From an optimization exercise on the open Yosys and OpenROAD flow, aimed at small area, a short achievable clock period and few clock cycles; shortcuts taken in it are not production practice.
Function was checked by simulation only, so behaviour that the tests miss may differ from the original.
No activity file was given, so power comes from the tool's default toggle rates.

Setup of job 9989:
Design peak_interval_rate_estimator, start of the top module:
module peak_interval_rate_estimator #(
    parameter int DEPTH = pire_pkg::DEPTH_DEFAULT
) (
    input  logic                           clk,
    input  logic                           rst_n,
    input  logic                           start,
    output logic                           busy,
    input  logic [10:0]                    cmd,
    output logic [20:0]                    result,
    output logic                           result_valid,
    input  logic                           cfg_valid,
    output logic                           cfg_ready,
    input  logic [pire_pkg::SPACING_W-1:0] cfg_data
);
For scale: about 5900 cells after synthesis, roughly 1200 flip-flops, roughly 47 I/O pins, roughly 0.053 mm^2 of cells after synthesis.
Settings: LEC_CHECK=0, ABC_AREA=1, CAP_MARGIN=20, CORE_MARGIN=2, CORE_UTILIZATION=40, SETUP_SLACK_MARGIN=2.9, SLEW_MARGIN=20; clock period 5.5 ns.
run.sh (not shown) runs the stock make flow with config.mk's settings and CLKGATE_MAP_FILE= SYNTH_SCRIPT=/design/flow/synth_recipe.tcl, a recipe that flattens the netlist after the stock synthesis.
Testbench counts of job 9989, summed over its fixed seeds: cycles 7,960.
> inputs changed (job 9989 -> job 1284)
Settings: removing ABC_AREA (formerly 1); changing SETUP_SLACK_MARGIN from 2.9 to 2.8.
Results
The final reports for job 1284 and job 9989 show clock group share of total power higher in the former. Changes observed in job 1284 relative to job 9989: final-stage net count now sits lower; portion of the clock cycle consumed by the worst path in the final layout now sits higher; core utilization now sits higher. Job 9989 → job 1284: number of antenna violations at the first check in global routing lower, amount of wire on met2 after detailed routing went down by about 0.56%, area of combinational cells with multiple inputs rose about 8%.
diff inputs: job 1284 => job 1882
Settings: SETUP_SLACK_MARGIN now 2.4, was 2.8; ABC_AREA now 1, previously not set.
Notes after the runs:
The fmax reported for job 1882 is greater than that of job 1284 by about 3%. Taking job 1284 as the reference point, the routing usage on met3 of job 1882 falls by 0.91 points. Compared to job 1284, job 1882 has via count 9.2% higher. Compared with job 1284, in job 1882 sum of routed wire length over all layers -about 3%, power grew by about 9%.
Inputs modified between job 1882 and job 9560:
Settings: setting PLACE_DENSITY to 0.75 for the first time; changing SETUP_SLACK_MARGIN from 2.4 to 2.6; removing ABC_AREA (formerly 1).
Results
On met1 layer wirelength in the final routing, job 9560 and job 1882 are basically level. Routing usage on met1: job 9560 higher than job 1882. A main power-consuming group of registers is what job 9560 shows, while combinational cells belongs to job 1882. Number of cells on the worst reg-to-reg path ended up 1 higher on job 9560 than on job 1882.
#### Input delta (job 5353 over job 9560)
Settings: putting ABC_AREA at 1 where nothing was set; clearing PLACE_DENSITY, which used to be 0.75.
### Flow results
- A main combinational cell family by area after synthesis of simple AND/OR/NAND/NOR gates is what job 5353 shows, while compound AO/OA/AOI/OAI gates belongs to job 9560.
- On synthesized area, the lower figure sits with job 9560, not job 5353.
- The largest fanout on the critical path number comes out higher for job 5353 vs job 9560.
- Higher worst setup slack before clock tree synthesis goes to job 5353 over job 9560.
- The most common cell after layout, fill and taps aside comes out edfxtp_1 in one run and nand2_1 in the other, namely in job 9560 and job 5353 respectively.
- The layout cell share with drive strength beyond 1 number comes out lower for job 5353 vs job 9560.
The inputs of job 9706 differ from those of job 5353 as listed below.
Settings: clearing ABC_AREA, which used to be 1; swapping 2.6 for 2.3 in SETUP_SLACK_MARGIN.
### Flow results
Looking at chip width across job 5353 and job 9706, the one that comes out lower is job 9706. Non-clock buffer count for job 9706 is higher than for job 5353. When job 9706 is set beside job 5353, its path length in cells of the critical path turns out to be 1 larger. Going from job 5353 to job 9706, final worst-path setup slack saw a decrease, wire length on met1 saw an increase. Count of clock-buffer cells in the layout of job 9706 exceeds that of job 5353 by a few percent. Job 9706 vs job 5353: power down in job 9706. Job 9706 — clock period minus final worst setup slack 0.48 ns higher, job 5353 as reference.


peak_interval_rate_estimator again, from the RTL that the note above started with.
export LEC_CHECK = 0
export ABC_AREA = 1
export CAP_MARGIN = 20
export CORE_MARGIN = 2
export CORE_UTILIZATION = 40
export SETUP_SLACK_MARGIN = 3.2
export SLEW_MARGIN = 20
create_clock -name core_clock -period 5.5 [get_ports {clk}]
Testbench counts at the start, summed over its fixed seeds: cycles 7,960.
Edit:
--- a/flow/config.mk
+++ b/flow/config.mk
@@ -6,8 +6,7 @@
 export NUM_CORES = 4
 export LEC_CHECK = 0
-export ABC_AREA = 1
 export CAP_MARGIN = 20
 export CORE_MARGIN = 2
 export CORE_UTILIZATION = 40
-export SETUP_SLACK_MARGIN = 3.2
+export SETUP_SLACK_MARGIN = 2.6
 export SLEW_MARGIN = 20
=>
- die area goes down by 3.8%
- global-route usage falls by 0.56 points
- setup slack got worse by 0.27 ns
- synthesized area decreases by 3.8%
- utilization drops by 0.89 points
- wire length decreases by 5.9%
- total power goes down by 19%
- synthesized cell count drops by 28%

[separate check: timing with driven ports]
No port has a modelled driver above. Below, the same layouts with a new extraction and two added sets of constraints. Step 1, drivers: a clkbuf_16 drives clk and a buf_2 each remaining input, both assumed. Step 2 also shifts input and output timing later by t, the mid clock arrival at the registers, as if the neighbouring blocks saw the same clock. a / b / c = no drivers / after step 1 / after step 2; a / b = the first two.
| run | shift t [ns] | setup slack, ns | hold WS [ns] | worst data-port slew with drivers (ns) |
|---|---|---|---|---|
| job 9989 | 0.839 | 2.875 / 2.875 / 2.361 | 0.324 / 0.324 / 0.324 | 0.05 |
| job 1284 | 0.839 | 2.464 / 2.464 / 2.198 | 0.323 / 0.300 / 0.323 | 0.05 |
| job 1882 | 0.847 | 2.553 / 2.471 / 2.205 | 0.312 / 0.312 / 0.312 | 0.04 |
| job 9560 | 0.839 | 2.472 / 2.472 / 2.038 | 0.307 / 0.307 / 0.307 | 0.04 |
| job 5353 | 0.847 | 2.757 / 2.676 / 2.189 | 0.315 / 0.315 / 0.315 | 0.04 |
| job 9706 | 0.848 | 2.281 / 2.281 / 1.712 | 0.323 / 0.323 / 0.323 | 0.05 |
| the first run of note 2 | 0.833 | 2.810 / 2.810 / 2.575 | 0.323 / 0.288 / 0.323 | 0.05 |
| the second run of note 2 | 0.833 | 2.537 / 2.537 / 1.864 | 0.325 / 0.325 / 0.325 | 0.05 |
After both steps setup and hold are still met in every run listed. The setup slack of the second run of note 2, which loses most, moves by 0.000 ns with the drivers and by -0.673 ns with both steps.
